This design comes from an exercise in tuning for small area on the open sky130 flow, not from production work. Only simulation tests tie the RTL to the original design; equivalence was not proved. Power and IR drop assume default switching activity. No driver is modelled on the clock port, so clocking that relies on it looks cheaper here than on a real chip.

==> flow/design.v <==
package qpu_pkg;
  localparam int XLEN         = 32;
  localparam int RF_NUM       = 16;
  localparam int RFIDX_W      = 4;
  localparam int TIME_W       = 32;
  localparam int EVENT_NUM    = 8;
  localparam int EVENT_DATA_W = 16;
  localparam int TIQ_DEPTH    = 4;
  localparam int IMM_W        = 16;
  localparam logic [3:0] OP_ADDI = 4'h1;  
  localparam logic [3:0] OP_ADD  = 4'h2;
  localparam logic [3:0] OP_SUB  = 4'h3;
  localparam logic [3:0] OP_LUI  = 4'h4;  
  localparam logic [3:0] OP_SETT = 4'h5;  
  localparam logic [3:0] OP_SETE = 4'h6;  
  localparam logic [3:0] OP_TPT  = 4'h7;  
endpackage
`timescale 1ns/1ps
module qpu_exu_rdmux (
  input  logic [15:1] i_sel,
  input  logic [15:1] i_d,
  output logic        o_q
);
  assign o_q = |(i_sel & i_d);
endmodule
`timescale 1ns/1ps
module qpu_exu_mux4 (
  input  logic [3:0] i_sel,
  input  logic [3:0] i_d,
  output logic       o_q
);
  assign o_q = |(i_sel & i_d);
endmodule
`timescale 1ns/1ps
module qpu_exu (
  input  logic        clk,
  input  logic        i_reset,
  input  logic        i_valid,
  input  logic [31:0] i_instr,
  input  logic        i_trigger,
  input  logic [31:0] i_trigger_clk,
  output logic        o_ready,
  output logic        o_clk_ena,
  output logic [7:0]  o_event_valid,
  output logic [15:0] o_event_data
);
  logic        full;
  logic        accept;
  assign o_ready = ~full;
  assign accept  = i_valid & ~full;
  logic [3:0]  op;
  logic [15:0] imm;
  logic        is_addi, is_add, is_sub, is_lui, is_sett, is_sete, is_tpt;
  assign op  = {i_instr[31] | i_reset, i_instr[30:28]};
  assign imm = i_instr[15:0];
  assign is_addi = (op == qpu_pkg::OP_ADDI);
  assign is_add  = (op == qpu_pkg::OP_ADD);
  assign is_sub  = (op == qpu_pkg::OP_SUB);
  assign is_lui  = (op == qpu_pkg::OP_LUI);
  assign is_sett = (op == qpu_pkg::OP_SETT);
  assign is_sete = (op == qpu_pkg::OP_SETE);
  assign is_tpt  = (op == qpu_pkg::OP_TPT);
  logic [31:0] rf_q [1:15];
  logic [15:1] vld_q;
  logic        rf_wen;
  logic [3:0]  rd;
  logic [31:0] sum;
  logic [15:1] sel1, sel2;
  logic        rr;           
  logic [31:0] rs1, rs2;
  assign rf_wen = accept & (is_addi | is_add | is_sub | is_lui);
  assign rr     = is_add | is_sub;
  assign rd     = i_instr[27:24];
  always_ff @(posedge clk) begin
    for (int i = 1; i < 16; i++) begin
      if (rf_wen && rd == 4'(i)) rf_q[i] <= sum;
    end
  end
  always_ff @(posedge clk) begin
    for (int i = 1; i < 16; i++) begin
      if (i_reset) vld_q[i] <= 1'b0;
      else if (rf_wen && rd == 4'(i)) vld_q[i] <= 1'b1;
    end
  end
  always_comb begin
    for (int i = 1; i < 16; i++) begin
      sel1[i] = vld_q[i] && !is_lui && !i_reset && i_instr[23:20] == 4'(i);
      sel2[i] = vld_q[i] && rr && i_instr[19:16] == 4'(i);
    end
  end
  for (genvar b = 0; b < 32; b++) begin : g_rd
    logic [15:1] col;
    for (genvar i = 1; i < 16; i++) begin : g_col
      assign col[i] = rf_q[i][b];
    end
    qpu_exu_rdmux u_rd1 (.i_sel(sel1), .i_d(col), .o_q(rs1[b]));
    qpu_exu_rdmux u_rd2 (.i_sel(sel2), .i_d(col), .o_q(rs2[b]));
  end
  logic [31:0] a;
  logic [31:0] b;
  assign a = rs1;
  always_comb begin
    b[15:0]  = ({16{is_addi | is_sett}} & imm)
             | (rs2[15:0] ^ {16{is_sub}});
    b[31:16] = ({16{is_addi & imm[15]}})
             | ({16{is_lui}} & imm)
             | (rs2[31:16] ^ {16{is_sub}});
  end
  logic [31:0] p, g;
  logic [31:0] gg [6];
  logic [31:0] pp [6];
  logic [31:0] c;
  always_comb begin
    p = a ^ b;
    g = a & b;
    g[0] = g[0] | (p[0] & is_sub);
    gg[0] = g;
    pp[0] = p;
    for (int l = 1; l <= 5; l++) begin
      gg[l] = gg[l-1];
      pp[l] = pp[l-1];
      for (int i = 0; i < 32; i++) begin
        if ((i % (1 << l)) == (1 << l) - 1) begin
          gg[l][i] = gg[l-1][i] | (pp[l-1][i] & gg[l-1][i - (1 << (l-1))]);
          pp[l][i] = pp[l-1][i] & pp[l-1][i - (1 << (l-1))];
        end
      end
    end
    for (int l = 4; l >= 1; l--) begin
      for (int i = 0; i < 32; i++) begin
        if ((i % (1 << l)) == (1 << (l-1)) - 1 && i >= (1 << l)) begin
          gg[5][i] = gg[5][i] | (pp[5][i] & gg[5][i - (1 << (l-1))]);
          pp[5][i] = pp[5][i] & pp[5][i - (1 << (l-1))];
        end
      end
    end
    c = {gg[5][30:0], is_sub};
  end
  assign sum = p ^ c;
  logic        tset, eset, push;
  logic [31:0] tm_q [4];
  logic [7:0]  mk_q [4];
  logic [15:0] dt_q [4];
  logic [1:0]  tcur_q, ecur_q;    
  logic        tref_q, eref_q;    
  logic [1:0]  twr, ewr;
  logic [1:0]  tp_q [4];          
  logic [1:0]  ep_q [4];
  logic [1:0]  wptr_q, rptr_q, lptr;
  logic [2:0]  cnt_q;
  logic        clk_ena_q;
  logic        rel_q;
  logic        empty;
  logic        pop;
  assign tset = i_reset | (accept & is_sett);
  assign eset = i_reset | (accept & is_sete);
  assign push = accept & is_tpt;
  assign twr = tcur_q + {1'b0, tref_q};
  assign ewr = ecur_q + {1'b0, eref_q};
  always_ff @(posedge clk) begin
    if (tset) tm_q[twr] <= sum;
    if (eset) begin
      mk_q[ewr] <= imm[7:0] & {8{~i_reset}};
      dt_q[ewr] <= rs1[15:0];
    end
    if (push) begin
      tp_q[wptr_q] <= tcur_q;
      ep_q[wptr_q] <= ecur_q;
    end
    if (tset) tcur_q <= twr;
    if (eset) ecur_q <= ewr;
  end
  assign full  = cnt_q[2];
  assign empty = (cnt_q == 3'd0);
  logic [3:0]  hsel, lsel;
  logic [31:0] head;
  logic [7:0]  lmask;
  always_comb begin
    for (int j = 0; j < 4; j++) begin
      hsel[j] = (tp_q[rptr_q] == 2'(j));
      lsel[j] = (ep_q[lptr] == 2'(j));
    end
  end
  for (genvar k = 0; k < 32; k++) begin : g_head
    qpu_exu_mux4 u_mux (.i_sel(hsel), .i_d({tm_q[3][k], tm_q[2][k], tm_q[1][k], tm_q[0][k]}), .o_q(head[k]));
  end
  for (genvar k = 0; k < 8; k++) begin : g_mask
    qpu_exu_mux4 u_mux (.i_sel(lsel), .i_d({mk_q[3][k], mk_q[2][k], mk_q[1][k], mk_q[0][k]}), .o_q(lmask[k]));
  end
  for (genvar k = 0; k < 16; k++) begin : g_data
    qpu_exu_mux4 u_mux (.i_sel(lsel), .i_d({dt_q[3][k], dt_q[2][k], dt_q[1][k], dt_q[0][k]}), .o_q(o_event_data[k]));
  end
  assign pop   = clk_ena_q & ~empty & (i_trigger_clk >= head);
  always_ff @(posedge clk) begin
    if (i_reset) begin
      wptr_q    <= '0;
      rptr_q    <= '0;
      cnt_q     <= '0;
      clk_ena_q <= 1'b0;
      rel_q     <= 1'b0;
      tref_q    <= 1'b0;
      eref_q    <= 1'b0;
    end else begin
      if (push) wptr_q <= wptr_q + 2'd1;
      if (pop) rptr_q <= rptr_q + 2'd1;
      if (push & ~pop) cnt_q <= cnt_q + 3'd1;
      else if (pop & ~push) cnt_q <= cnt_q - 3'd1;
      clk_ena_q <= clk_ena_q | i_trigger;
      rel_q     <= pop;
      if (push) tref_q <= 1'b1;
      else if (tset) tref_q <= 1'b0;
      if (push) eref_q <= 1'b1;
      else if (eset) eref_q <= 1'b0;
    end
  end
  assign lptr          = rptr_q - 2'd1;
  assign o_clk_ena     = clk_ena_q;
  assign o_event_valid = {8{rel_q}} & lmask;
endmodule
==> flow/flow/run.sh <==
#!/bin/bash
# Standard layout with three changes after synthesis:
#  - ports are buffered with buf_1 instead of the default delay-cell buffer;
#  - the buffer repair may not use the largest buffers (buf_8/12/16), so it
#    drives high-fanout nets with several small buffers instead;
#  - clock tree: clkbuf_8 buffers over clusters of at most 16 sinks within
#    60 um, and no dummy loads.
# Synthesis is the standard one, unchanged.
set -euo pipefail

bash standard.sh synth > synth.log 2>&1

PLAT_DU=$(make -s -C "$FLOW_HOME" DESIGN_CONFIG="$FLOW_CONFIG" WORK_HOME="$PWD/orfs" \
  print-DONT_USE_CELLS 2>/dev/null | sed -n 's/^DONT_USE_CELLS: //p')
[ -n "$PLAT_DU" ] || { echo "could not read DONT_USE_CELLS" >&2; exit 1; }
echo "platform dont-use: $PLAT_DU" > layout.log

bash standard.sh \
  "DONT_USE_CELLS=$PLAT_DU sky130_fd_sc_hd__buf_8 sky130_fd_sc_hd__buf_12 sky130_fd_sc_hd__buf_16" \
  "BUFFER_PORTS_ARGS=-buffer_cell sky130_fd_sc_hd__buf_1" \
  "CTS_ARGS=-sink_clustering_enable -repair_clock_nets -sink_clustering_size 16 -sink_clustering_max_diameter 60 -dont_use_dummy_load -buf_list sky130_fd_sc_hd__clkbuf_8" \
  finish >> layout.log 2>&1
==> flow/standard.sh <==
#!/bin/bash
# synth_recipe.tcl (not shown) runs the flow's synth.tcl, then flattens the netlist and writes it again
# the make line also repeats each setting of config.mk as NAME=value (left out here)
make -C /OpenROAD-flow-scripts/flow DESIGN_CONFIG=/design/flow/config.mk WORK_HOME=/design/flow/orfs CLKGATE_MAP_FILE= SYNTH_SCRIPT=/design/flow/synth_recipe.tcl "${@:-finish}"
==> flow/config.mk <==
export PLATFORM = sky130hd
export DESIGN_NAME = qpu_exu
export DESIGN_NICKNAME = qpu_exu
export VERILOG_FILES = /design/flow/design.v
export SDC_FILE = /design/flow/constraint.sdc
export NUM_CORES = 4
export LEC_CHECK = 0
export CAP_MARGIN = 20
export CORE_MARGIN = 2
export CORE_UTILIZATION = 75
export SLEW_MARGIN = 20
export SYNTH_HIERARCHICAL = 1
export SYNTH_MINIMUM_KEEP_SIZE = 0
==> flow/constraint.sdc <==
create_clock -name core_clock -period 7.0 [get_ports {clk}]
set_input_delay 1.4000 -clock core_clock [delete_from_list [all_inputs] [get_ports {clk}]]
set_output_delay 1.4000 -clock core_clock [all_outputs]
set_load 0.01 [all_outputs]
==> impl_metrics.csv, run 1 <==
group,metric,value,unit
layout,diodes,0,
logic_synthesis,yosysWarningCount,10,
sta,maxSlewViolCount,0,
logic_synthesis,synth-simple-area-share,7.24,%
logic_synthesis,netlist_instances,2069,
critical_path,critPathCaptureType,"flop",
layout,area_growth,8.49,%
clock_network,cts-root-buf,"clkbuf_8",
clock_network,cts_setup_buffers,0,
route,vias,22500,
sta,fin_crit,6390,ps
layout,nFillCells,2219,
die,chipWidth,210,um
pwr,power.density,209,nW/um^2
critical_path,critPathLaunchType,"input pin",
logic_synthesis,synth_cell_types,54,
job,maxCapViolCount,0,
critical_path,crit_fanout,19,
logic_synthesis,synth_compound_area_share,15.9,%
clock_network,cts.repair.resized,0,
critical_path,cp_slowest_cell,"fa_1",
layout,final_nets,2518,
route,drtPass1Iterations,22,
logic_synthesis,synth_edf_count,724,
global_route,antenna_found_initial,0,
pwr,p_leak,12.7,nW
route,routed_wl,89.4,mm
clock_network,ctsHoldBuffers,0,
critical_path,crit_required,7500,ps
logic_synthesis,synth_seq_cells,752,
die,die_h,210,um
die,die_area,44100,sq um
clock_network,cts_tree,"done",
critical_path,worstPathCellList,"clkbuf_2, nor2_1, and3_1, nor2_1, and3_1, and3_1, a22o_1, a221oi_1, nand4_1, fa_1, fa_1, a211oi_1, o211ai_1, nand4b_1, nand2_2, a32o_1, a41oi_2, a21oi_2, a211oi_2, fa_1, xnor2_1, xnor2_1, buf_2",
die,pin_count,94,
global_route,grt_max_degree,34,
sta,relSlewSlack,25.9,%
logic_synthesis,synth-xor-area-share,1.49,%
global_route,grt_pass1_wl,133,mm
sta,hold_viol_final,0,
sta,rsz0062_at_grt,"no",
route,ant_nets,0,
sta,fin_tns_setup,0,ps
global_route,first_global_vias,22300,
clock_network,cts_buffers,55,
place,dp_hpwl,59.7,mm
sta,max_freq,0.157,GHz
route,drc_errors,0,
place,numPortBuffers,93,
sta,clock_skew,100,ps
logic_synthesis,yosysSeqAreaShare,70.1,%
route,drt_iter0_markers,4120,
place,place_congestion,0.956,
pwr,ir_drop,0.238,mV
logic_synthesis,synthArstFlopShare,0,%
logic_synthesis,synthAdderAreaFrac,3.77,%
critical_path,crit_start,"i_reset",
logic_synthesis,synth_top_family_by_area,"compound AO/OA/AOI/OAI gates",
outcome,status,"finished clean",
clock_network,clk_transition_reported_paths,100,ps
critical_path,slowest_delay,480,ps
clock_network,ctsHtreeMaxLevel,2,
critical_path,cp_top_family,"compound AO/OA/AOI/OAI gates",
clock_network,clkLatencyLatePin,720,ps
global_route,track_usage,41.3,%
critical_path,criticalPathCategory,"input pin to flop",
logic_synthesis,synth_mux_area_share,0.452,%
layout,multi_input_area,9350,sq um
layout,drive_above_1_share,11.2,%
logic_synthesis,synth.net_count,2222,
critical_path,crit_buf_inv,2,
min_path,holdCritStartpoint,"vld_q[14]",
route,vias_per_cell,7.74,
die,rows,75,
layout,fin_util,82.3,%
global_route,grt.overflow.total,0,
sta,finalCritPeriodShare,91.3,%
critical_path,worstPathArrival,6890,ps
sta,setup_violations,0,
logic_synthesis,syn_area_per_cell,15.4,sq um
layout,seq_area,22300,sq um
min_path,hold_path_class,"flop to flop",
sta,timing_worst_slew_pin_value,1110,ps
layout,layout_common_cells,"724 x edfxtp_1, 368 x a22oi_1, 158 x buf_2",
clock_network,clock_path_buffers,3,
route,avgRoutedWirePerCell,30.8,um
clock_network,cts.sinks,752,
logic_synthesis,synth_ff_type,"edfxtp_1",
die,core,41900,sq um
die,start_util,75.8,%
logic_synthesis,netlist_area,31800,sq um
layout,final_common_cell,"edfxtp_1",
-- sequential cells by signal (all words and copies together), names as in the netlist, 3 cells and up, named ones only --
register and count:
cnt_q 3, dt_q 64, ep_q 8, mk_q 32, rf_q 480, tm_q 128, tp_q 8, vld_q 15
-- area by class of cell --
class | instances | share of cell area, %
clock buffer | 55 | 2.19
sequential | 752 | 64.6
inverter | 70 | 0.761
timing repair buffer | 252 | 3.38
tap | 539 | 1.95
multi-input combinational | 1234 | 27.1
-- layer usage --
| layer | up-vias | GRT usage, % | share of wire (%) |
|---|---|---|---|
| met1 | 10800 | 54.6 | 33 |
| met2 | 2010 | 64.1 | 46 |
| li1 | 9235 | - | - |
| met3 | 437 | 9.54 | 14 |
| met5 | - | 0 | 0 |
| met4 | 0 | 24.5 | 7.5 |
-- modules after synthesis, one instance, submodules excluded --
module         flip-flops and latches  cells  copies in the design
qpu_exu                           752   1325                     1
qpu_exu_mux4                        0      3                    56
qpu_exu_rdmux                       0      9                    64
-- cells in the mapped netlist (all sizes together), types with 28 or more instances --
| cell | instances | area share, % |
|---|---|---|
| a222oi | 64 | 2.0 |
| ha | 67 | 2.6 |
| edfxtp | 724 | 68 |
| dfxtp | 28 | 1.8 |
| and3 | 101 | 2.0 |
| inv | 70 | 0.83 |
| a22oi | 368 | 8.7 |
| nand2 | 128 | 1.5 |
| a221oi | 65 | 1.8 |
| nor2 | 71 | 0.85 |
| xor2 | 38 | 1.0 |
| a22o | 64 | 1.8 |
| nand4 | 72 | 1.4 |
-- through the flow --
step / hold slack (ps) / setup slack [ps] / cells / total power, mW / instance area, sq um
6_report: 507 / 610 / 2902 / 7.22 / 34500
5_1_grt: 526 / 325 / 2902 / 7.40 / 34500
4_1_cts: 504 / 744 / 2901 / 7.21 / 34500
3_5_place_dp: 483 / 57.1 / 2846 / 5.33 / 33700
3_3_place_gp: 471 / 198 / 2846 / 5.31 / 33700
2_1_floorplan: 441 / 145 / 2069 / 5.22 / 31800
-- kinds of logic after synthesis --
group	Yosys count
AOI/OAI and AO/OA	637
xor gates and xnor gates	54
adders and majority gates	85
buffers and inverters	83
DFF	752
muxes	9
and+or+nand+nor	449
-- path summary, 6_finish.rpt --
check | endpoint | slack, ps | cells past startpoint
setup / recovery | rf_q[15][31] | 610 | 23
hold / removal | vld_q[14] | 510 | 2
setup reg to reg | cnt_q[2] | 1560 | 20
hold reg to reg | vld_q[14] | 510 | 2
-- tightest hold or removal path, delay by kind of cell (launching register included) --
family	cells	cell delay, ps
AND/OR/NAND/NOR	2	130
flip-flops	1	350
-- power by group --
group | switching [mW] | leakage (nW) | internal, mW | total (mW)
Sequential | 0.0180 | 7.83 | 4.96 | 4.98
Combinational | 0.180 | 4.49 | 0.0691 | 0.249
Clock | 1.28 | 0.395 | 0.701 | 1.98
==> inputs of run 2 (changes only) <==
--- a/flow/design.v
+++ b/flow/design.v
@@ -22,5 +22,20 @@
   output logic        o_q
 );
-  assign o_q = |(i_sel & i_d);
+  logic [4:0] n;
+  for (genvar k = 0; k < 5; k++) begin : g_grp
+    qpu_exu_aoi222 u_aoi (
+      .i_a (i_sel[3*k+3:3*k+1]),
+      .i_b (i_d[3*k+3:3*k+1]),
+      .o_y (n[k])
+    );
+  end
+  assign o_q = ~&n;
+endmodule
+module qpu_exu_aoi222 (
+  input  logic [2:0] i_a,
+  input  logic [2:0] i_b,
+  output logic       o_y
+);
+  assign o_y = ~|(i_a & i_b);
 endmodule
 `timescale 1ns/1ps
--- a/flow/config.mk
+++ b/flow/config.mk
@@ -8,5 +8,5 @@
 export CAP_MARGIN = 20
 export CORE_MARGIN = 2
-export CORE_UTILIZATION = 75
+export CORE_UTILIZATION = 70
 export SLEW_MARGIN = 20
 export SYNTH_HIERARCHICAL = 1
==> impl_metrics.csv, run 2 <==
group,metric,value,unit
sta,setup_ws,296,ps
route,avgRoutedWirePerCell,32.5,um
logic_synthesis,synth.net_count,2097,
clock_network,clkLatencyLatePin,720,ps
logic_synthesis,yosysTopAreaCell,"edfxtp_1",
logic_synthesis,netlist_area,31300,sq um
critical_path,crit_required,7460,ps
sta,rsz0062_at_grt,"no",
layout,layout_common_cells,"724 x edfxtp_1, 320 x a222oi_1, 186 x buf_2",
logic_synthesis,synth_most_common_cell,"edfxtp_1",
pwr,ir_drop,0.319,mV
logic_synthesis,yosysSeqAreaShare,71.3,%
die,pin_count,94,
die,die_area,46400,sq um
sta,hold_viol_final,0,
global_route,antenna_found_initial,1,
global_route,grt_max_degree,34,
sta,clock_skew,75.3,ps
clock_network,cts_tree,"done",
logic_synthesis,synthTopCellsByArea,"edfxtp_1 70%, a222oi_1 10%, a22oi_1 2.7%",
global_route,first_global_vias,22100,
die,die_h,215,um
route,drc_errors,0,
layout,area_growth,9.27,%
sta,timing_worst_slew_pin_value,1090,ps
critical_path,worstPathArrival,7170,ps
place,pre_cts_ws,-114,ps
sta,relSlewSlack,26.7,%
place,dpl.cell_count,2803,
critical_path,critPathCaptureType,"flop",
die,start_util,70.9,%
logic_synthesis,netlist_instances,1944,
route,drt_iter0_markers,5175,
logic_synthesis,synth_edf_count,724,
pwr,power.density,212,nW/um^2
clock_network,cts.repair.resized,0,
logic_synthesis,yosysWarningCount,10,
layout,seq_area,22300,sq um
layout,nFillCells,2653,
job,maxCapViolCount,0,
layout,final_nets,2421,
layout,fin_util,77.4,%
die,chipWidth,215,um
logic_synthesis,synth_ff_type,"edfxtp_1",
place,place_congestion,0.939,
sta,fin_crit,6700,ps
route,vias,22400,
clock_network,ctsHtreeMaxLevel,2,
route,ant_nets,0,
clock_network,clk_transition_reported_paths,100,ps
logic_synthesis,synth_top_area_share,69.5,%
critical_path,critPathLaunchType,"input pin",
layout,multi_input_area,8810,sq um
die,core,44100,sq um
die,rows,77,
sta,hold_ws,501,ps
critical_path,criticalPathCategory,"input pin to flop",
clock_network,cts.sinks,752,
critical_path,crit_fanout,19,
clock_network,cts_buffers,55,
pwr,total_power,7.23,mW
place,numPortBuffers,93,
layout,top_register,"rf_q",
clock_network,cts_setup_buffers,0,
sta,maxSlewViolCount,0,
sta,finalCritPeriodShare,95.8,%
outcome,status,"finished clean",
layout,top_regs,"rf_q: 480 flops, tm_q: 128 flops, dt_q: 64 flops",
logic_synthesis,synth_cell_types,53,
route,vias_per_cell,7.83,
logic_synthesis,syn_area_per_cell,16.1,sq um
logic_synthesis,synthArstFlopShare,0,%
pwr,p_leak,12.8,nW
global_route,grt_pass1_wl,135,mm
global_route,track_usage,40.2,%
sta,max_freq,0.149,GHz
min_path,hold_path_class,"flop to flop",
layout,final_common_cell,"edfxtp_1",
clock_network,cts-root-buf,"clkbuf_8",
global_route,grt.overflow.total,0,
logic_synthesis,synth.top_cells.by_count,"724 x edfxtp_1, 320 x a222oi_1, 126 x nand2_1, 112 x a22oi_1, 102 x and3_1",
route,drtPass1Iterations,14,
layout,largest_reg_flops,480,
sta,setup_violations,0,
logic_synthesis,synth_seq_cells,752,
place,dp_hpwl,61.3,mm
layout,fin_cells,2860,
route,routed_wl,93.0,mm
clock_network,clock_path_buffers,3,
clock_network,ctsHoldBuffers,0,
layout,drive_above_1_share,12.8,%
run 2: changes by cell type in the layout (fill, tap and decap cells not counted), moves of 64 or more:
cell / change
nand3_1: +64
a22oi_1: -256
a221oi_1: -64
a22o_1: -64
nand4_1: -66
a222oi_1: +256
run 2: report_power, final:
group	internal (mW)	total (mW)	switching, mW
Sequential	4.96	4.98	0.0178
Clock	0.701	2.00	1.30
Combinational	0.0702	0.251	0.181
run 2: stage by stage:
step | area, sq um | TNS (ps)
finish | 34200 | 0
global route | 34200 | 0
detailed placement | 33400 | -3210
CTS | 34100 | 0
floorplan | 31300 | 0
global placement | 33400 | 0
run 2: modules after synthesis (local to each module, per instance):
module | cells inside | flops+latches | times used
qpu_exu | 1328 | 752 | 1
qpu_exu_aoi222 | 1 | 0 | 320
qpu_exu_rdmux | 2 | 0 | 64
qpu_exu_mux4 | 3 | 0 | 56
run 2: cells by family (layout without fill, tap and decap cells):
group	after synthesis	count (layout)	synth area share, %
compound gates	518	518	14.8
xor+xnor	54	54	1.51
fa+ha+maj	85	85	3.83
buf+inv	83	405	1.02
flops	752	752	71.3
mux	7	7	0.388
other cells	0	2	0
simple gates	445	445	7.06
run 2: final cells by class:
type	count	share of cell area [%]
Timing Repair Buffer	280	3.77
Tap cell	592	2.17
Sequential cell	752	65.3
Antenna cell	2	0.0147
Multi-Input combinational cell	1109	25.8
Inverter	70	0.769
Clock buffer	55	2.22
run 2: worst paths after layout:
path	cells after the start	from	slack, ps	endpoint
max	23	i_instr[29]	300	tm_q[2][30]
min	2	vld_q[11]	500	vld_q[11]
max reg2reg	20	flop	1500	cnt_q[2]
min reg2reg	2	vld_q[11]	500	vld_q[11]
run 2: routing by layer:
layer / global-route usage (%) / share of wire [%]
met1: 54.1 / 33
met3: 11.5 / 16
met5: 1.04 / 0.041
met4: 22.9 / 6.3
met2: 59.4 / 44
run 2: critical path: stages:
cell and delay, ps:
buf_1 160, inv_1 90, nor4_2 330, buf_2 200
nor3b_1 340, and3_1 240, buf_2 260, buf_2 470
a222oi_1 220, and3_1 190, nand3_1 90, xor2_1 140
nand2_1 80, ha_1 350, and4_1 290, a221oi_2 280
nand2_2 150, a32o_1 320, a41oi_2 270, a21oi_2 110
a211oi_2 330, fa_1 490, inv_1 350
==> inputs of run 3 (changes only) <==
--- a/flow/config.mk
+++ b/flow/config.mk
@@ -8,5 +8,5 @@
 export CAP_MARGIN = 20
 export CORE_MARGIN = 2
-export CORE_UTILIZATION = 70
+export CORE_UTILIZATION = 75
 export SLEW_MARGIN = 20
 export SYNTH_HIERARCHICAL = 1
==> impl_metrics.csv, run 3 <==
group,metric,value,unit
logic_synthesis,yosysSeqAreaShare,71.3,%
die,die_h,208,um
outcome,status,"finished clean",
sta,setup_ws,351,ps
layout,top_regs,"rf_q: 480 flops, tm_q: 128 flops, dt_q: 64 flops",
clock_network,clock_path_buffers,3,
logic_synthesis,synth.net_count,2097,
global_route,grt_max_degree,34,
global_route,track_usage,44.1,%
logic_synthesis,syn_area_per_cell,16.1,sq um
logic_synthesis,netlist_area,31300,sq um
clock_network,cts_setup_buffers,0,
pwr,internal_power,5.72,mW
critical_path,critPathCaptureType,"flop",
critical_path,worstPathArrival,7210,ps
route,vias,22900,
die,start_util,76.2,%
min_path,hold_path_class,"flop to flop",
clock_network,clk_transition_reported_paths,100,ps
die,rows,74,
global_route,grt.overflow.total,0,
sta,clock_skew,92.3,ps
sta,timing_worst_slew_pin_value,1250,ps
logic_synthesis,synthTopCellsByArea,"edfxtp_1 70%, a222oi_1 10%, a22oi_1 2.7%",
layout,fin_util,83.0,%
clock_network,cts.sinks,752,
place,numPortBuffers,93,
layout,final_nets,2409,
logic_synthesis,synth_top_area_share,69.5,%
route,vias_per_cell,8.22,
logic_synthesis,yosysWarningCount,10,
clock_network,cts.repair.resized,0,
critical_path,critPathLaunchType,"input pin",
pwr,combPwrFrac,3.5,%
critical_path,cp_common_cell,"buf_2",
critical_path,cp_slowest_cell,"fa_1",
logic_synthesis,synth_mux_area_share,0.388,%
critical_path,reg2reg_depth,20,
sta,max_freq,0.150,GHz
pwr,seq_power_share,69.0,%
clock_network,cts-root-buf,"clkbuf_8",
logic_synthesis,synth_seq_cells,752,
critical_path,crit_fanout,12,
pwr,power.density,212,nW/um^2
place,place_congestion,0.995,
pwr,p_leak,12.7,nW
route,drc_errors,0,
die,pin_count,94,
clock_network,ctsHtreeMaxLevel,2,
sta,hold_ws,511,ps
layout,final_common_cell,"edfxtp_1",
global_route,first_global_vias,23100,
critical_path,worst-path-stages,26,
global_route,antenna_found_initial,3,
pwr,switchingPower,1.50,mW
clock_network,clkLatencyLatePin,740,ps
route,drtPass1Iterations,17,
die,die_area,43300,sq um
layout,fin_cells,2789,
logic_synthesis,synthAdderAreaFrac,3.83,%
logic_synthesis,synth_top_family_by_area,"compound AO/OA/AOI/OAI gates",
critical_path,cp_top_family,"simple AND/OR/NAND/NOR gates",
logic_synthesis,synthArstFlopShare,0,%
pwr,p_sw_share,20.7,%
pwr,power.share.clock,27.5,%
sta,rsz0062_at_grt,"no",
critical_path,criticalPathCategory,"input pin to flop",
logic_synthesis,synth_edf_count,724,
clock_network,cts_tree,"done",
min_path,hold_depth,2,
layout,drive_above_1_share,12.4,%
layout,area_growth,8.84,%
route,ant_nets,0,
pwr,total_power,7.22,mW
clock_network,cts_buffers,54,
layout,final_cell_area,34000,sq um
logic_synthesis,synth_compound_area_share,14.8,%
logic_synthesis,synth-xor-area-share,1.51,%
route,routed_wl,94.9,mm
logic_synthesis,yosysTopAreaCell,"edfxtp_1",
pwr,ir_drop,0.293,mV
logic_synthesis,netlist_instances,1944,
die,chipWidth,208,um
place,placed_area,33300,sq um
critical_path,slowest_delay,450,ps
place,pre_cts_ws,-38.1,ps
route,avgRoutedWirePerCell,34.0,um
layout,top_register,"rf_q",
layout,layout_common_cells,"724 x edfxtp_1, 320 x a222oi_1, 176 x buf_2",
job,maxCapViolCount,0,
sta,hold_viol_final,0,
global_route,grt_pass1_wl,140,mm
die,core,41000,sq um
logic_synthesis,synth_most_common_cell,"edfxtp_1",
sta,finalCritPeriodShare,95.0,%
critical_path,crit_required,7560,ps
clock_network,ctsHoldBuffers,0,
sta,relSlewSlack,16.6,%
sta,setup_violations,0,
layout,largest_reg_flops,480,
critical_path,crit_buf_inv,5,
logic_synthesis,synth.top_cells.by_count,"724 x edfxtp_1, 320 x a222oi_1, 126 x nand2_1, 112 x a22oi_1, 102 x and3_1",
logic_synthesis,synth_ff_type,"edfxtp_1",
sta,fin_tns_setup,0,ps
logic_synthesis,synth-simple-area-share,7.06,%
place,dpl.cell_count,2732,
place,dp_hpwl,61.9,mm
logic_synthesis,synth_cell_types,53,
sta,fin_crit,6650,ps
route,drt_iter0_markers,5719,
sta,maxSlewViolCount,0,
run 3: area by class of cell:
type,count,area [sq um]
multi-input combinational,1109,8810
timing repair buffer,269,1230
inverter,70,263
clock buffer,54,743
sequential,752,22300
fill,2095,6990
antenna,3,7.51
tap,532,666
run 3: power groups by stage:
stage          combinational [mW]  clock, mW  sequential (mW)
6_report                    0.255       1.98             4.98
2_1_floorplan               0.136          0             5.08
3_3_place_gp                0.235          0             5.08
5_1_grt                     0.276       2.12             4.99
4_1_cts                     0.249       1.97             4.98
3_5_place_dp                0.248          0             5.09
run 3: path summary, 6_finish.rpt:
| kind | startpoint | to | slack (ps) |
|---|---|---|---|
| hold reg to reg | eref_q | eref_q | 510 |
| setup / recovery | i_instr[29] | tm_q[2][31] | 350 |
| setup reg to reg | flop | cnt_q[2] | 1390 |
| hold / removal | eref_q | eref_q | 510 |
run 3: cell families after synthesis:
logic type,count (synthesis)
buffers and inverters,83
xor gates and xnor gates,54
AOI/OAI and AO/OA,518
DFF,752
and+or+nand+nor,445
muxes,7
adders and majority gates,85
run 3: worst register-to-register path: cells and delay by family (launching register included):
family | cells | cell delay (ps)
AND/OR/NAND/NOR | 5 | 1670
AO/OA/AOI/OAI | 7 | 1170
adder cells (fa/ha/maj) | 3 | 900
multiplexers | 1 | 620
buffers and inverters | 3 | 580
flip-flops | 1 | 400
XOR/XNOR | 1 | 180
run 3: modules after synthesis, one instance, submodules excluded:
| module | cells | cell area, sq um | times used | flip-flops and latches |
|---|---|---|---|---|
| qpu_exu | 1328 | 26300 | 1 | 752 |
| qpu_exu_mux4 | 3 | 18.8 | 56 | 0 |
| qpu_exu_rdmux | 2 | 11.3 | 64 | 0 |
| qpu_exu_aoi222 | 1 | 10.0 | 320 | 0 |
run 3: per-layer routing:
layer	share of wire (%)	GRT usage, %	vias to the layer above
met3	18	15.1	638
met1	30	56.4	10700
met2	44	66.1	2522
met5	0.088	0	-
li1	-	-	9049
met4	7.8	26.8	6
==> inputs of run 4 (changes only) <==
--- a/flow/design.v
+++ b/flow/design.v
@@ -22,20 +22,5 @@
   output logic        o_q
 );
-  logic [4:0] n;
-  for (genvar k = 0; k < 5; k++) begin : g_grp
-    qpu_exu_aoi222 u_aoi (
-      .i_a (i_sel[3*k+3:3*k+1]),
-      .i_b (i_d[3*k+3:3*k+1]),
-      .o_y (n[k])
-    );
-  end
-  assign o_q = ~&n;
-endmodule
-module qpu_exu_aoi222 (
-  input  logic [2:0] i_a,
-  input  logic [2:0] i_b,
-  output logic       o_y
-);
-  assign o_y = ~|(i_a & i_b);
+  assign o_q = |(i_sel & i_d);
 endmodule
 `timescale 1ns/1ps
--- a/flow/flow/run.sh
+++ b/flow/flow/run.sh
@@ -4,6 +4,6 @@
 #  - the buffer repair may not use the largest buffers (buf_8/12/16), so it
 #    drives high-fanout nets with several small buffers instead;
-#  - clock tree: clkbuf_8 buffers over clusters of at most 16 sinks within
-#    60 um, and no dummy loads.
+#  - clock tree: clkbuf_16 buffers over clusters of at most 30 sinks within
+#    90 um, and no dummy loads.
 # Synthesis is the standard one, unchanged.
 set -euo pipefail
@@ -19,4 +19,4 @@
   "DONT_USE_CELLS=$PLAT_DU sky130_fd_sc_hd__buf_8 sky130_fd_sc_hd__buf_12 sky130_fd_sc_hd__buf_16" \
   "BUFFER_PORTS_ARGS=-buffer_cell sky130_fd_sc_hd__buf_1" \
-  "CTS_ARGS=-sink_clustering_enable -repair_clock_nets -sink_clustering_size 16 -sink_clustering_max_diameter 60 -dont_use_dummy_load -buf_list sky130_fd_sc_hd__clkbuf_8" \
+  "CTS_ARGS=-sink_clustering_enable -repair_clock_nets -sink_clustering_size 30 -sink_clustering_max_diameter 90 -dont_use_dummy_load -buf_list sky130_fd_sc_hd__clkbuf_16" \
   finish >> layout.log 2>&1
==> impl_metrics.csv, run 4 <==
group,metric,value,unit
outcome,status,"finished clean",
pwr,switchingPower,1.43,mW
sta,max_freq,0.152,GHz
min_path,holdCritStartpoint,"cnt_q[2]",
die,chipWidth,210,um
pwr,internal_power,5.78,mW
die,pin_count,94,
critical_path,regToRegEndpoint,"cnt_q[2]",
logic_synthesis,synth_edf_count,724,
clock_network,ctsHtreeMaxLevel,1,
pwr,p_leak,12.7,nW
die,rows,75,
place,dp_hpwl,59.7,mm
route,routed_wl,88.5,mm
sta,hold_viol_final,0,
logic_synthesis,synth_seq_cells,752,
clock_network,clkLatencyLatePin,640,ps
route,avgRoutedWirePerCell,30.8,um
critical_path,crit_fanout,19,
critical_path,cp_common_cell,"buf_2",
global_route,track_usage,40.6,%
sta,fin_crit,6570,ps
place,numPortBuffers,93,
logic_synthesis,synth.top_cells.by_count,"724 x edfxtp_1, 368 x a22oi_1, 127 x nand2_1, 101 x and3_1, 72 x nand4_1",
critical_path,crit_required,7410,ps
sta,timing_worst_slew_pin_value,1100,ps
layout,final_common_cell,"edfxtp_1",
die,die_h,210,um
die,die_area,44100,sq um
layout,area_growth,8.40,%
die,start_util,75.8,%
logic_synthesis,synthTopCellsByArea,"edfxtp_1 68%, a22oi_1 8.7%, ha_1 2.6%",
layout,layout_common_cells,"724 x edfxtp_1, 368 x a22oi_1, 158 x buf_2",
global_route,first_global_vias,21900,
min_path,hold_path_class,"flop to flop",
layout,final_cell_area,34500,sq um
clock_network,cts-root-buf,"clkbuf_16",
layout,nFillCells,2190,
layout,final_nets,2492,
min_path,hold_depth,2,
place,pre_cts_ws,57.1,ps
clock_network,cts_buffers,29,
critical_path,reg2reg_depth,20,
global_route,grt_max_degree,34,
sta,relSlewSlack,26.6,%
pwr,seq_power_share,69.2,%
critical_path,worstPathArrival,6980,ps
route,drc_errors,0,
logic_synthesis,yosysWarningCount,10,
logic_synthesis,synthArstFlopShare,0,%
job,maxCapViolCount,0,
logic_synthesis,synth_cell_types,54,
sta,rsz0062_at_grt,"no",
logic_synthesis,synth_most_common_cell,"edfxtp_1",
die,core,41900,sq um
global_route,grt.overflow.total,0,
global_route,grt_pass1_wl,132,mm
pwr,total_power,7.20,mW
sta,setup_violations,0,
pwr,combPwrFrac,3.5,%
logic_synthesis,syn_area_per_cell,15.4,sq um
route,vias,22400,
logic_synthesis,synth.net_count,2222,
min_path,hold_end,"cnt_q[2]",
layout,top_regs,"rf_q: 480 flops, tm_q: 128 flops, dt_q: 64 flops",
layout,largest_reg_flops,480,
pwr,p_sw_share,19.8,%
route,drt_iter0_markers,4084,
route,drtPass1Iterations,13,
clock_network,cts.repair.resized,0,
sta,setup_ws,434,ps
logic_synthesis,yosysSeqAreaShare,70.1,%
pwr,ir_drop,0.219,mV
critical_path,criticalPathCategory,"input pin to flop",
critical_path,crit_start,"i_instr[29]",
logic_synthesis,synth_top_area_share,68.3,%
logic_synthesis,netlist_instances,2069,
place,placed_area,33700,sq um
route,vias_per_cell,7.78,
layout,drive_above_1_share,10.2,%
clock_network,ctsHoldBuffers,0,
logic_synthesis,synth_ff_type,"edfxtp_1",
critical_path,r2r_slack,1550,ps
sta,finalCritPeriodShare,93.8,%
logic_synthesis,yosysTopAreaCell,"edfxtp_1",
clock_network,cts.sinks,752,
layout,top_register,"rf_q",
clock_network,cts_tree,"done",
critical_path,critPathLaunchType,"input pin",
pwr,power.share.clock,27.3,%
sta,maxSlewViolCount,0,
logic_synthesis,netlist_area,31800,sq um
clock_network,cts_setup_buffers,0,
critical_path,cp_slowest_cell,"buf_2",
pwr,power.density,209,nW/um^2
place,place_congestion,0.956,
clock_network,clk_transition_reported_paths,100,ps
sta,clock_skew,44.7,ps
sta,fin_tns_setup,0,ps
route,ant_nets,0,
global_route,antenna_found_initial,0,
critical_path,critPathCaptureType,"flop",
critical_path,slowest_delay,420,ps
clock_network,clock_path_buffers,3,
layout,fin_util,82.2,%
[run 4: cell types whose count changed in the layout (fill, tap and decap cells not counted), moves of 3 or more]
cell | previous run | this run
a22o_1 | 0 | 64
a222oi_1 | 320 | 64
buf_2 | 176 | 158
a22oi_1 | 112 | 368
nand3_1 | 82 | 18
o21ai_0 | 9 | 4
clkbuf_8 | 54 | 0
nand4_1 | 6 | 72
clkbuf_16 | 0 | 30
a221oi_1 | 0 | 64
nor2b_1 | 14 | 17
a21o_1 | 23 | 20
[run 4: area by class of cell]
| cell class | instances | area [sq um] | share of cell area (%) |
|---|---|---|---|
| multi-input cells | 1234 | 9350 | 27.1 |
| diodes | 1 | 2.50 | 0.00726 |
| well taps | 539 | 674 | 1.96 |
| repair buffers | 252 | 1170 | 3.38 |
| inverters | 70 | 263 | 0.762 |
| clock buffers | 29 | 726 | 2.10 |
| flip-flops and latches | 752 | 22300 | 64.7 |
[run 4: worst max-delay path by stage]
| stage | endpoint | depth (start not counted) | slack (ps) |
|---|---|---|---|
| final | tm_q[3][31] | 25 | 430 |
| after CTS | tm_q[3][31] | 23 | 650 |
| after floorplan | rf_q[10][31] | 22 | 140 |
| after global routing | tm_q[3][31] | 27 | 260 |
| after detailed placement | tm_q[3][31] | 23 | 60 |
| after global placement | tm_q[0][24] | 22 | 200 |
[run 4: metrics by stage]
step / cells / hold slack, ps
after global placement: 2846 / 471
after floorplan: 2069 / 441
after CTS: 2875 / 515
after detailed placement: 2846 / 483
final: 2877 / 518
after global routing: 2876 / 534
[run 4: cell families after synthesis]
family          synth area share [%]
fa+ha+maj                       3.77
compound gates                  15.9
mux                            0.452
buf+inv                        0.999
flops                           70.1
simple gates                    7.24
xor+xnor                        1.49
[run 4: power by group through the flow]
stage	combinational [mW]	clock [mW]	sequential [mW]
2_1_floorplan	0.136	0	5.08
3_3_place_gp	0.233	0	5.08
3_5_place_dp	0.245	0	5.08
4_1_cts	0.246	1.96	4.98
5_1_grt	0.273	2.10	4.99
6_report	0.250	1.97	4.98
[run 4: routing by layer]
metal	vias to the layer above	part of all wire, %	GRT usage (%)
met2	2014	45	63.1
met5	-	0	0
met3	407	13	8.12
met4	0	7.8	25.4
li1	9207	-	-
met1	10700	33	53.9
[run 4: critical path: cells and delay by family]
family | cells | cell delay, ps
simple gates | 8 | 1700
buf+inv | 5 | 1270
compound gates | 7 | 1390
fa+ha+maj | 2 | 720
xor+xnor | 3 | 470
[run 4: per-module statistics from Yosys (local to each module, per instance)]
| module | cell area, sq um | times used | flip-flops and latches |
|---|---|---|---|
| qpu_exu_mux4 | 18.8 | 56 | 0 |
| qpu_exu | 26300 | 1 | 752 |
| qpu_exu_rdmux | 70.1 | 64 | 0 |

==> port drivers added, routing unchanged <==
How much do the figures lean on ideal ports? The routed layouts below were timed once more, with nothing changed but the port constraints. Step 1: set_driving_cell puts a clkbuf_16 on clk and a buf_2 on each other input, an assumption about the parent block. Step 2 adds t to the input delays and takes it off the output delays; t is the mean of the earliest and latest rising clock arrival at the registers after step 1. Input paths then give back, and output paths get back, about the clock's delay inside the block. Slacks: ideal ports / drivers / drivers and shift; pairs: ideal ports / drivers.
run | t, ns | setup slack, ns | worst setup path at the end | clock arrival spread, ns | worst register clock-pin slew, ns
run 1 | 0.730 | 0.610 / 0.640 / -0.090 | input to register | 0.101 / 0.100 | 0.10 / 0.10
run 2 | 0.738 | 0.296 / 0.331 / -0.407 | input to register | 0.075 / 0.075 | 0.11 / 0.11
run 3 | 0.753 | 0.351 / 0.379 / -0.374 | input to register | 0.093 / 0.092 | 0.11 / 0.11
run 4 | 0.677 | 0.434 / 0.447 / -0.230 | input to register | 0.044 / 0.045 | 0.12 / 0.12
Met with ideal ports but missed after step 2: setup timing in every run listed. For run 3, which loses most, drivers alone change the setup slack by +0.028 ns; drivers and shift together by -0.725 ns.
